Context: an optimization exercise on an open-source flow, tuned for small area, a short achievable clock period and few clock cycles per item. The choices shown serve that exercise and are no tape-out recipe.
RTL that was checked went through simulation tests only; none was proved equivalent to the original.
No activity file was given, so power comes from the tool's default toggle rates.

==> flow/design.v <==
package oqke_pkg;
    localparam logic [2:0] OP_INSERT  = 3'd0;
    localparam logic [2:0] OP_SEARCH  = 3'd1;
    localparam logic [2:0] OP_MODIFY  = 3'd2;
    localparam logic [2:0] OP_DELETE  = 3'd3;
    localparam logic [2:0] OP_DISPLAY = 3'd4;
    localparam logic [1:0] ST_OK      = 2'd0;
    localparam logic [1:0] ST_MISSING = 2'd1;
    localparam logic [1:0] ST_EMPTY   = 2'd2;
    localparam logic [1:0] ST_FULL    = 2'd3;
    typedef struct packed {
        logic [2:0]         op;
        logic signed [31:0] key;
        logic signed [31:0] new_value;
    } request_t;
    typedef struct packed {
        logic [1:0]         status;
        logic signed [31:0] element;
        logic               last;
        logic [4:0]         entries_held;
    } result_t;
    typedef struct packed {
        logic capture;      
        logic write_tail;   
        logic write_first;  
        logic shift;        
        logic rotate;       
    } cell_cmd_t;
endpackage
module oqke_cell (
    input  logic               clk,
    input  logic               we,       
    input  logic               sh,       
    input  logic signed [31:0] wdata,
    input  logic signed [31:0] nbr,
    input  logic signed [31:0] cmp_key,
    input  logic               eq_w,     
    input  logic               eq_nbr,   
    output logic signed [31:0] entry,
    output logic               eq,       
    output logic               hit       
);
    logic hold;
    assign hold = !(we || sh);
    assign eq   = (entry == cmp_key);
    always_ff @(posedge clk)
    begin
        entry <= ({32{we}} & wdata) | ({32{sh}} & nbr) | ({32{hold}} & entry);
        hit   <= (we & eq_w) | (sh & eq_nbr) | (hold & eq);
    end
endmodule
module oqke_ctrl #(
    parameter int DEPTH = 16,
    parameter int CW    = 5
) (
    input  logic                  clk,
    input  logic                  rst_n,
    input  logic                  start,
    output logic                  busy,
    input  oqke_pkg::request_t    request,
    output oqke_pkg::result_t     result,
    output logic                  done,
    input  logic [DEPTH-1:0]      hit_reg,
    input  logic signed [31:0]    head,
    output logic [DEPTH-1:0]      we,
    output logic [DEPTH-1:0]      sh,
    output logic signed [31:0]    key,
    output logic signed [31:0]    wdata,
    input  logic                  eq_head,
    output logic                  eq_w
);
    logic               va_r;
    logic [2:0]         opa_r;
    logic signed [31:0] keya_r;
    logic signed [31:0] nva_r;
    logic               vb_r;
    logic [2:0]         opb_r;
    logic signed [31:0] wdb_r;
    logic               insb_r, modb_r, delb_r, dispb_r;
    logic               eqx_r;       
    logic [CW-1:0]      count_r, count_next;
    logic [DEPTH-1:0]   hm_r, hm_next;       
    logic               disp_r;
    logic [CW-1:0]      dleft_r;
    logic               busy_r;
    logic               done_r;
    oqke_pkg::result_t  result_r, result_next;
    logic [DEPTH-1:0]   held, tail, lasth, hit, after, first;
    logic               any_hit, empty, full;
    logic               is_ins, is_mod, is_del, is_disp, is_other;
    logic               rot;
    logic [CW-1:0]      cur_rem;
    logic               take;
    assign take = start && !busy_r;
    assign held  = hm_r;
    assign tail  = ~hm_r & {hm_r[DEPTH-2:0], 1'b1};
    assign lasth = hm_r & ~{1'b0, hm_r[DEPTH-1:1]};
    assign hit     = hit_reg & held;
    assign any_hit = |hit;
    always_comb
    begin
        after[0] = hit[0];
        for (int i = 1; i < DEPTH; i++)
            after[i] = after[i - 1] | hit[i];
    end
    assign first = hit & ~(after << 1);
    assign empty    = !hm_r[0];
    assign full     = hm_r[DEPTH-1];
    assign is_ins   = insb_r;
    assign is_mod   = modb_r;
    assign is_del   = delb_r;
    assign is_disp  = dispb_r;
    assign is_other = opb_r > oqke_pkg::OP_DISPLAY;
    assign rot     = (is_disp && !empty) || disp_r;
    assign cur_rem = disp_r ? dleft_r : count_r;
    assign wdata = rot ? head : wdb_r;
    assign key   = keya_r;
    assign eq_w  = rot ? eq_head : eqx_r;
    always_comb
    begin
        for (int i = 0; i < DEPTH; i++)
        begin
            we[i] = (is_ins && !full && tail[i]) || (is_mod && first[i]) || (rot && lasth[i]);
            sh[i] = (is_del && after[i]) || (rot && held[i] && !lasth[i]);
        end
    end
    always_comb
    begin
        count_next = count_r;
        hm_next    = hm_r;
        if (is_ins && !full)
        begin
            count_next = count_r + CW'(1);
            hm_next    = {hm_r[DEPTH-2:0], 1'b1};
        end
        else if (is_del && any_hit)
        begin
            count_next = count_r - CW'(1);
            hm_next    = {1'b0, hm_r[DEPTH-1:1]};
        end
    end
    always_comb
    begin
        result_next.element      = '0;
        result_next.last         = 1'b1;
        result_next.entries_held = 5'(count_next);
        if (opb_r == oqke_pkg::OP_INSERT)
            result_next.status = full ? oqke_pkg::ST_FULL : oqke_pkg::ST_OK;
        else if (is_other)
            result_next.status = oqke_pkg::ST_OK;
        else if (empty)
            result_next.status = oqke_pkg::ST_EMPTY;
        else if (!any_hit && opb_r != oqke_pkg::OP_DISPLAY)
            result_next.status = oqke_pkg::ST_MISSING;
        else
            result_next.status = oqke_pkg::ST_OK;
        if (rot)
        begin
            result_next.status  = oqke_pkg::ST_OK;
            result_next.element = head;
            result_next.last    = (cur_rem == CW'(1));
        end
    end
    always_ff @(posedge clk or negedge rst_n)
    begin
        if (!rst_n)
        begin
            va_r    <= 1'b0;
            vb_r    <= 1'b0;
            insb_r  <= 1'b0;
            modb_r  <= 1'b0;
            delb_r  <= 1'b0;
            dispb_r <= 1'b0;
            count_r <= '0;
            hm_r    <= '0;
            disp_r  <= 1'b0;
            busy_r  <= 1'b0;
            done_r  <= 1'b0;
        end
        else
        begin
            va_r    <= take;
            vb_r    <= va_r;
            insb_r  <= va_r && (opa_r == oqke_pkg::OP_INSERT);
            modb_r  <= va_r && (opa_r == oqke_pkg::OP_MODIFY);
            delb_r  <= va_r && (opa_r == oqke_pkg::OP_DELETE);
            dispb_r <= va_r && (opa_r == oqke_pkg::OP_DISPLAY);
            count_r <= count_next;
            hm_r    <= hm_next;
            disp_r  <= rot && (cur_rem != CW'(1));
            busy_r  <= (take && request.op == oqke_pkg::OP_DISPLAY)
                    || (va_r && opa_r == oqke_pkg::OP_DISPLAY && hm_next[2])
                    || (rot && cur_rem >= CW'(4));
            done_r  <= vb_r || disp_r;
        end
    end
    always_ff @(posedge clk)
    begin
        opa_r    <= request.op;
        keya_r   <= request.key;
        nva_r    <= request.new_value;
        opb_r    <= opa_r;
        wdb_r    <= (opa_r == oqke_pkg::OP_INSERT) ? keya_r : nva_r;
        eqx_r    <= (request.key == ((opa_r == oqke_pkg::OP_INSERT) ? keya_r : nva_r));
        dleft_r  <= cur_rem - CW'(1);
        result_r <= result_next;
    end
    assign busy   = busy_r;
    assign done   = done_r;
    assign result = result_r;
endmodule
module ordered_queue_with_key_edit #(
    parameter int DEPTH = 16
) (
    input  logic                clk,
    input  logic                rst_n,
    input  logic                start,
    output logic                busy,
    input  oqke_pkg::request_t  request,
    output oqke_pkg::result_t   result,
    output logic                done
);
    localparam int CW = $clog2(DEPTH + 1);
    logic [DEPTH-1:0]   eq, hit, we, sh;
    logic signed [31:0] key, wdata;
    logic               eq_w;
    logic signed [31:0] entry [DEPTH];
    oqke_ctrl #(
        .DEPTH (DEPTH),
        .CW    (CW)
    ) u_ctrl (
        .clk     (clk),
        .rst_n   (rst_n),
        .start   (start),
        .busy    (busy),
        .request (request),
        .result  (result),
        .done    (done),
        .hit_reg (hit),
        .head    (entry[0]),
        .we      (we),
        .sh      (sh),
        .key     (key),
        .wdata   (wdata),
        .eq_head (eq[0]),
        .eq_w    (eq_w)
    );
    for (genvar i = 0; i < DEPTH; i++)
    begin : g_cell
        localparam int N = (i == DEPTH - 1) ? i : i + 1;
        oqke_cell u_cell (
            .clk     (clk),
            .we      (we[i]),
            .sh      (sh[i]),
            .wdata   (wdata),
            .nbr     (entry[N]),
            .cmp_key (key),
            .eq_w    (eq_w),
            .eq_nbr  (eq[N]),
            .entry   (entry[i]),
            .eq      (eq[i]),
            .hit     (hit[i])
        );
    end
endmodule
module oqke_top (
    input  logic        clk,
    input  logic        rst_n,
    input  logic        start,
    output logic        busy,
    input  logic [2:0]  req_op,
    input  logic [31:0] req_key,
    input  logic [31:0] req_new_value,
    output logic [1:0]  res_status,
    output logic [31:0] res_element,
    output logic        res_last,
    output logic [4:0]  res_entries_held,
    output logic        done
);
    oqke_pkg::request_t request;
    oqke_pkg::result_t  result;
    assign request.op        = req_op;
    assign request.key       = req_key;
    assign request.new_value = req_new_value;
    ordered_queue_with_key_edit #(
        .DEPTH (16)
    ) u_queue (
        .clk     (clk),
        .rst_n   (rst_n),
        .start   (start),
        .busy    (busy),
        .request (request),
        .result  (result),
        .done    (done)
    );
    assign res_status       = result.status;
    assign res_element      = result.element;
    assign res_last         = result.last;
    assign res_entries_held = result.entries_held;
endmodule
Settings: LEC_CHECK=0, ABC_CLOCK_PERIOD_IN_PS=2200, CAP_MARGIN=20, CORE_MARGIN=2, CORE_UTILIZATION=40, SETUP_SLACK_MARGIN=2.8, SLEW_MARGIN=20; clock period 5.0 ns.
run.sh (not shown) runs the stock make flow with config.mk's settings and CLKGATE_MAP_FILE= SYNTH_SCRIPT=/design/flow/synth_recipe.tcl, a recipe that flattens the netlist after the stock synthesis.
The baseline produced a clean layout.
==> next run, changes <==
--- a/flow/design.v
+++ b/flow/design.v
@@ -64,24 +64,20 @@
     input  logic signed [31:0]    head,
     output logic [DEPTH-1:0]      we,
     output logic [DEPTH-1:0]      sh,
     output logic signed [31:0]    key,
     output logic signed [31:0]    wdata,
-    input  logic                  eq_head,
     output logic                  eq_w
 );
     logic               va_r;
     logic [2:0]         opa_r;
     logic signed [31:0] keya_r;
     logic signed [31:0] nva_r;
     logic               vb_r;
     logic [2:0]         opb_r;
     logic signed [31:0] wdb_r;
-    logic               insb_r, modb_r, delb_r, dispb_r;
-    logic               eqx_r;       
     logic [CW-1:0]      count_r, count_next;
-    logic [DEPTH-1:0]   hm_r, hm_next;       
     logic               disp_r;
     logic [CW-1:0]      dleft_r;
     logic               busy_r;
     logic               done_r;
     oqke_pkg::result_t  result_r, result_next;
@@ -90,34 +86,40 @@
     logic               is_ins, is_mod, is_del, is_disp, is_other;
     logic               rot;
     logic [CW-1:0]      cur_rem;
     logic               take;
     assign take = start && !busy_r;
-    assign held  = hm_r;
-    assign tail  = ~hm_r & {hm_r[DEPTH-2:0], 1'b1};
-    assign lasth = hm_r & ~{1'b0, hm_r[DEPTH-1:1]};
+    always_comb
+    begin
+        for (int i = 0; i < DEPTH; i++)
+        begin
+            held[i]  = CW'(i) < count_r;
+            tail[i]  = CW'(i) == count_r;
+            lasth[i] = CW'(i + 1) == count_r;
+        end
+    end
     assign hit     = hit_reg & held;
     assign any_hit = |hit;
     always_comb
     begin
         after[0] = hit[0];
         for (int i = 1; i < DEPTH; i++)
             after[i] = after[i - 1] | hit[i];
     end
     assign first = hit & ~(after << 1);
-    assign empty    = !hm_r[0];
-    assign full     = hm_r[DEPTH-1];
-    assign is_ins   = insb_r;
-    assign is_mod   = modb_r;
-    assign is_del   = delb_r;
-    assign is_disp  = dispb_r;
+    assign empty    = (count_r == '0);
+    assign full     = (count_r == CW'(DEPTH));
+    assign is_ins   = vb_r && (opb_r == oqke_pkg::OP_INSERT);
+    assign is_mod   = vb_r && (opb_r == oqke_pkg::OP_MODIFY);
+    assign is_del   = vb_r && (opb_r == oqke_pkg::OP_DELETE);
+    assign is_disp  = vb_r && (opb_r == oqke_pkg::OP_DISPLAY);
     assign is_other = opb_r > oqke_pkg::OP_DISPLAY;
     assign rot     = (is_disp && !empty) || disp_r;
     assign cur_rem = disp_r ? dleft_r : count_r;
     assign wdata = rot ? head : wdb_r;
     assign key   = keya_r;
-    assign eq_w  = rot ? eq_head : eqx_r;
+    assign eq_w  = (keya_r == wdata);
     always_comb
     begin
         for (int i = 0; i < DEPTH; i++)
         begin
             we[i] = (is_ins && !full && tail[i]) || (is_mod && first[i]) || (rot && lasth[i]);
@@ -125,21 +127,14 @@
         end
     end
     always_comb
     begin
         count_next = count_r;
-        hm_next    = hm_r;
         if (is_ins && !full)
-        begin
             count_next = count_r + CW'(1);
-            hm_next    = {hm_r[DEPTH-2:0], 1'b1};
-        end
         else if (is_del && any_hit)
-        begin
             count_next = count_r - CW'(1);
-            hm_next    = {1'b0, hm_r[DEPTH-1:1]};
-        end
     end
     always_comb
     begin
         result_next.element      = '0;
         result_next.last         = 1'b1;
@@ -165,33 +160,23 @@
     begin
         if (!rst_n)
         begin
             va_r    <= 1'b0;
             vb_r    <= 1'b0;
-            insb_r  <= 1'b0;
-            modb_r  <= 1'b0;
-            delb_r  <= 1'b0;
-            dispb_r <= 1'b0;
             count_r <= '0;
-            hm_r    <= '0;
             disp_r  <= 1'b0;
             busy_r  <= 1'b0;
             done_r  <= 1'b0;
         end
         else
         begin
             va_r    <= take;
             vb_r    <= va_r;
-            insb_r  <= va_r && (opa_r == oqke_pkg::OP_INSERT);
-            modb_r  <= va_r && (opa_r == oqke_pkg::OP_MODIFY);
-            delb_r  <= va_r && (opa_r == oqke_pkg::OP_DELETE);
-            dispb_r <= va_r && (opa_r == oqke_pkg::OP_DISPLAY);
             count_r <= count_next;
-            hm_r    <= hm_next;
             disp_r  <= rot && (cur_rem != CW'(1));
             busy_r  <= (take && request.op == oqke_pkg::OP_DISPLAY)
-                    || (va_r && opa_r == oqke_pkg::OP_DISPLAY && hm_next[2])
+                    || (va_r && opa_r == oqke_pkg::OP_DISPLAY && count_next >= CW'(3))
                     || (rot && cur_rem >= CW'(4));
             done_r  <= vb_r || disp_r;
         end
     end
     always_ff @(posedge clk)
@@ -199,11 +184,10 @@
         opa_r    <= request.op;
         keya_r   <= request.key;
         nva_r    <= request.new_value;
         opb_r    <= opa_r;
         wdb_r    <= (opa_r == oqke_pkg::OP_INSERT) ? keya_r : nva_r;
-        eqx_r    <= (request.key == ((opa_r == oqke_pkg::OP_INSERT) ? keya_r : nva_r));
         dleft_r  <= cur_rem - CW'(1);
         result_r <= result_next;
     end
     assign busy   = busy_r;
     assign done   = done_r;
@@ -240,11 +224,10 @@
         .head    (entry[0]),
         .we      (we),
         .sh      (sh),
         .key     (key),
         .wdata   (wdata),
-        .eq_head (eq[0]),
         .eq_w    (eq_w)
     );
     for (genvar i = 0; i < DEPTH; i++)
     begin : g_cell
         localparam int N = (i == DEPTH - 1) ? i : i + 1;
Effect: Via count went down by 0.62%; hold slack degrades by 0.045 ns; final cell count decreases by 2.1%; total power is about the same; fmax is lower by 16%; routed wire length increases by 2.8%; final area went down by 2.7%; area after synthesis decreases by 1.5%; worst setup slack loses 0.52 ns; die area falls by 1.4%.
Function was not checked in any run of this note: the RTL went through the layout flow alone.


== fjord ==
oqke_top, a different RTL version from the one above (not shown whole).
For scale: about 3300 cells after synthesis, roughly 700 flip-flops, about 110 I/O pins, roughly 31000 µm² of cells after synthesis.
==> module oqke_ctrl, before the edit <==
module oqke_ctrl #(
    parameter int DEPTH = 16,
    parameter int CW    = 5
) (
    input  logic                  clk,
    input  logic                  rst_n,
    input  logic                  start,
    output logic                  busy,
    input  oqke_pkg::request_t    request,
    output oqke_pkg::result_t     result,
    output logic                  done,
    input  logic [DEPTH-1:0]      hit_reg,
    output logic [DEPTH-1:0]      held,
    input  logic signed [31:0]    head,
    output logic [DEPTH-1:0]      we,
    output logic [DEPTH-1:0]      sh,
    output logic signed [31:0]    key,
    output logic signed [31:0]    wdata,
    input  logic                  eq_head,
    output logic                  eq_w
);
    logic               va_r;
    logic [2:0]         opa_r;
    logic signed [31:0] keya_r;
    logic signed [31:0] nva_r;
    logic               vb_r;
    logic               othb_r;
    logic signed [31:0] wdb_r;
    logic               insb_r, modb_r, delb_r, dispb_r;
    logic               eqx_r;       
    logic [CW-1:0]      count_r, count_next;
    logic [DEPTH-1:0]   hm_r, hm_next;       
    logic               disp_r;
    logic [CW-1:0]      dleft_r;
    logic               busy_r;
    logic               done_r;
    oqke_pkg::result_t  result_r, result_next;
    logic [DEPTH-1:0]   tail, lasth, hit, after, first;
    logic               any_hit, empty, full;
    logic               is_ins, is_mod, is_del, is_disp, is_other;
    logic               rot;
    logic [CW-1:0]      cur_rem;
    logic               take;
    assign take = start && !busy_r;
    assign held  = hm_r;
    assign tail  = ~hm_r & {hm_r[DEPTH-2:0], 1'b1};
    assign lasth = hm_r & ~{1'b0, hm_r[DEPTH-1:1]};
    assign hit     = hit_reg;
    assign any_hit = |hit;
    always_comb
    begin
        for (int i = 0; i < DEPTH; i++)
            after[i] = |(hit & DEPTH'((32'd1 << (i + 1)) - 32'd1));
    end
    assign first = hit & ~(after << 1);
    assign empty    = !hm_r[0];
    assign full     = hm_r[DEPTH-1];
    assign is_ins   = insb_r;
    assign is_mod   = modb_r;
    assign is_del   = delb_r;
    assign is_disp  = dispb_r;
    assign is_other = othb_r;
    assign rot     = (is_disp && !empty) || disp_r;
    assign cur_rem = disp_r ? dleft_r : count_r;
    assign wdata = rot ? head : wdb_r;
    assign key   = keya_r;
    assign eq_w  = rot ? eq_head : eqx_r;
    always_comb
    begin
        for (int i = 0; i < DEPTH; i++)
        begin
            we[i] = (is_ins && !full && tail[i]) || (is_mod && first[i]) || (rot && lasth[i]);
            sh[i] = (is_del && after[i]) || (rot && held[i] && !lasth[i]);
        end
    end
    always_comb
    begin
        count_next = count_r;
        hm_next    = hm_r;
        if (is_ins && !full)
        begin
            count_next = count_r + CW'(1);
            hm_next    = {hm_r[DEPTH-2:0], 1'b1};
        end
        else if (is_del && any_hit)
        begin
            count_next = count_r - CW'(1);
            hm_next    = {1'b0, hm_r[DEPTH-1:1]};
        end
    end
    always_comb
    begin
        result_next.element      = '0;
        result_next.last         = 1'b1;
        result_next.entries_held = '0;   
        if (is_ins)
            result_next.status = full ? oqke_pkg::ST_FULL : oqke_pkg::ST_OK;
        else if (is_other)
            result_next.status = oqke_pkg::ST_OK;
        else if (empty)
            result_next.status = oqke_pkg::ST_EMPTY;
        else if (!any_hit && !is_disp)
            result_next.status = oqke_pkg::ST_MISSING;
        else
            result_next.status = oqke_pkg::ST_OK;
        if (rot)
        begin
            result_next.status  = oqke_pkg::ST_OK;
            result_next.element = head;
            result_next.last    = (cur_rem == CW'(1));
        end
    end
    always_ff @(posedge clk or negedge rst_n)
    begin
        if (!rst_n)
        begin
            va_r    <= 1'b0;
            vb_r    <= 1'b0;
            insb_r  <= 1'b0;
            modb_r  <= 1'b0;
            delb_r  <= 1'b0;
            dispb_r <= 1'b0;
            count_r <= '0;
            hm_r    <= '0;
            disp_r  <= 1'b0;
            busy_r  <= 1'b0;
            done_r  <= 1'b0;
        end
        else
        begin
            va_r    <= take;
            vb_r    <= va_r;
            insb_r  <= va_r && (opa_r == oqke_pkg::OP_INSERT);
            modb_r  <= va_r && (opa_r == oqke_pkg::OP_MODIFY);
            delb_r  <= va_r && (opa_r == oqke_pkg::OP_DELETE);
            dispb_r <= va_r && (opa_r == oqke_pkg::OP_DISPLAY);
            count_r <= count_next;
            hm_r    <= hm_next;
            disp_r  <= rot && (cur_rem != CW'(1));
            busy_r  <= (take && request.op == oqke_pkg::OP_DISPLAY)
                    || (va_r && opa_r == oqke_pkg::OP_DISPLAY && hm_next[2])
                    || (rot && cur_rem >= CW'(4));
            done_r  <= vb_r || disp_r;
        end
    end
    always_ff @(posedge clk)
    begin
        opa_r    <= request.op;
        keya_r   <= request.key;
        nva_r    <= request.new_value;
        othb_r   <= opa_r > oqke_pkg::OP_DISPLAY;
        wdb_r    <= (opa_r == oqke_pkg::OP_INSERT) ? keya_r : nva_r;
        eqx_r    <= (request.key == ((opa_r == oqke_pkg::OP_INSERT) ? keya_r : nva_r));
        dleft_r  <= cur_rem - CW'(1);
        result_r <= result_next;
    end
    assign busy   = busy_r;
    assign done   = done_r;
    assign result.status       = result_r.status;
    assign result.element      = result_r.element;
    assign result.last         = result_r.last;
    assign result.entries_held = 5'(count_r);
endmodule
==> module ordered_queue_with_key_edit, before the edit <==
module ordered_queue_with_key_edit #(
    parameter int DEPTH = 16
) (
    input  logic                clk,
    input  logic                rst_n,
    input  logic                start,
    output logic                busy,
    input  oqke_pkg::request_t  request,
    output oqke_pkg::result_t   result,
    output logic                done
);
    localparam int CW = $clog2(DEPTH + 1);
    logic [DEPTH-1:0]   eq, hit, we, sh, held;
    logic signed [31:0] key, wdata;
    logic               eq_w;
    logic signed [31:0] entry [DEPTH];
    oqke_ctrl #(
        .DEPTH (DEPTH),
        .CW    (CW)
    ) u_ctrl (
        .clk     (clk),
        .rst_n   (rst_n),
        .start   (start),
        .busy    (busy),
        .request (request),
        .result  (result),
        .done    (done),
        .hit_reg (hit),
        .held    (held),
        .head    (entry[0]),
        .we      (we),
        .sh      (sh),
        .key     (key),
        .wdata   (wdata),
        .eq_head (eq[0]),
        .eq_w    (eq_w)
    );
    for (genvar i = 0; i < DEPTH; i++)
    begin : g_cell
        localparam int N = (i == DEPTH - 1) ? i : i + 1;
        oqke_cell u_cell (
            .clk     (clk),
            .we      (we[i]),
            .sh      (sh[i]),
            .wdata   (wdata),
            .nbr     (entry[N]),
            .cmp_key (key),
            .eq_w    (eq_w),
            .eq_nbr  ((i == DEPTH - 1) ? 1'b0 : eq[N]),
            .held    (held[i]),
            .entry   (entry[i]),
            .eq      (eq[i]),
            .hit     (hit[i])
        );
    end
endmodule
==> flow/config.mk <==
export PLATFORM = sky130hd
export DESIGN_NAME = oqke_top
export DESIGN_NICKNAME = oqke_top
export VERILOG_FILES = /design/flow/design.v
export SDC_FILE = /design/flow/constraint.sdc
export NUM_CORES = 4
export LEC_CHECK = 0
export CAP_MARGIN = 20
export CORE_MARGIN = 2
export CORE_UTILIZATION = 55
export CTS_CLUSTER_DIAMETER = 70
export CTS_CLUSTER_SIZE = 24
export PLACE_DENSITY = 0.7
export SETUP_SLACK_MARGIN = 2.85
export SLEW_MARGIN = 20
export TNS_END_PERCENT = 0
==> flow/constraint.sdc <==
create_clock -name core_clock -period 5.0 [get_ports {clk}]
set_input_delay 1.0000 -clock core_clock [delete_from_list [all_inputs] [get_ports {clk}]]
set_output_delay 1.0000 -clock core_clock [all_outputs]
set_load 0.01 [all_outputs]
standard.sh (not shown) runs the stock make flow with config.mk's settings and CLKGATE_MAP_FILE= SYNTH_SCRIPT=/design/flow/synth_recipe.tcl, a recipe that flattens the netlist after the stock synthesis.
==> flow/flow/run.sh <==
#!/bin/bash
set -o pipefail
export BUFFER_PORTS_ARGS="-buffer_cell sky130_fd_sc_hd__buf_2"
bash standard.sh > standard.log 2>&1
Testbench counts of fjord, summed over its fixed seeds: cycles 8,870, requests 4,800.
Changes in tundra relative to fjord:
--- a/flow/design.v
+++ b/flow/design.v
@@ -68,4 +68,5 @@
     output logic [DEPTH-1:0]      sh,
     output logic signed [31:0]    key,
+    output logic signed [31:0]    key_n,
     output logic signed [31:0]    wdata,
     input  logic                  eq_head,
@@ -75,4 +76,5 @@
     logic [2:0]         opa_r;
     logic signed [31:0] keya_r;
+    logic signed [31:0] keyan_r;     
     logic signed [31:0] nva_r;
     logic               vb_r;
@@ -117,4 +119,5 @@
     assign wdata = rot ? head : wdb_r;
     assign key   = keya_r;
+    assign key_n = keyan_r;
     assign eq_w  = rot ? eq_head : eqx_r;
     always_comb
@@ -200,4 +203,5 @@
         opa_r    <= request.op;
         keya_r   <= request.key;
+        keyan_r  <= ~request.key;
         nva_r    <= request.new_value;
         othb_r   <= opa_r > oqke_pkg::OP_DISPLAY;
@@ -227,5 +231,5 @@
     localparam int CW = $clog2(DEPTH + 1);
     logic [DEPTH-1:0]   eq, hit, we, sh, held;
-    logic signed [31:0] key, wdata;
+    logic signed [31:0] key, key_n, wdata;
     logic               eq_w;
     logic signed [31:0] entry [DEPTH];
@@ -247,4 +251,5 @@
         .sh      (sh),
         .key     (key),
+        .key_n   (key_n),
         .wdata   (wdata),
         .eq_head (eq[0]),
@@ -260,5 +265,5 @@
             .wdata   (wdata),
             .nbr     (entry[N]),
-            .cmp_key (key),
+            .cmp_key ((i < DEPTH / 2) ? key : ~key_n),
             .eq_w    (eq_w),
             .eq_nbr  ((i == DEPTH - 1) ? 1'b0 : eq[N]),
--- outcome ---
On hold slack, the higher figure sits with fjord, not tundra. For the relative area change from synthesis to final layout, tundra came in 2.7 points lower than fjord did. On placed wire-length estimate after detailed placement, tundra does worse than fjord. Diff fjord -> tundra: worst ir drop on vdd decreased about 5%; register share of the cell area went up 1.6 points; number of buffers outside the clock class in the layout decreased by 26 relative to the old numbers; setup slack dropped 140 ps. tundra ended up with a higher register area than fjord did. Total power delta for tundra relative to fjord: about 25% lower. [tundra vs fjord] core box area: higher in tundra. Compared to fjord, tundra has global-route wire length before repair 3.2% lower. Compared with fjord, tundra shows count of non-filler cells in the finished layout that has gone down by a few percent.
No functional check of the RTL was part of tundra.

-- port drivers added, routing unchanged --
The flow's constraints put no driver on any port. The routed layouts listed below were extracted and timed again, unchanged, in two steps.
Step 1 sets driving cells, clkbuf_16 on the clock port and buf_2 on the other inputs (assumed; they add their load-dependent delay and slew).
Step 2 moves the port delays by t, midway between the first and last clock arrival at a register: inputs arrive t later, outputs are due t later. That takes back most of the time a late clock gives input paths.
Slacks: no drivers / after step 1 / after step 2; pairs: no drivers / after step 1.
run	t, ns	slack for setup (ns)	worst setup path at the end	worst slew at a driven data input, ns
the first run of note 1	0.720	2.310 / 2.310 / 1.944	input to register	0.06
the second run of note 1	0.697	1.790 / 1.790 / 1.790	register to register	0.05
fjord	0.675	2.640 / 2.640 / 2.065	input to register	0.08
tundra	0.686	2.505 / 2.505 / 2.313	input to register	0.04
After both steps every run listed still meets setup and hold. For fjord, which loses most, drivers alone change the setup slack by 0.000 ns; drivers and shift together by -0.575 ns.
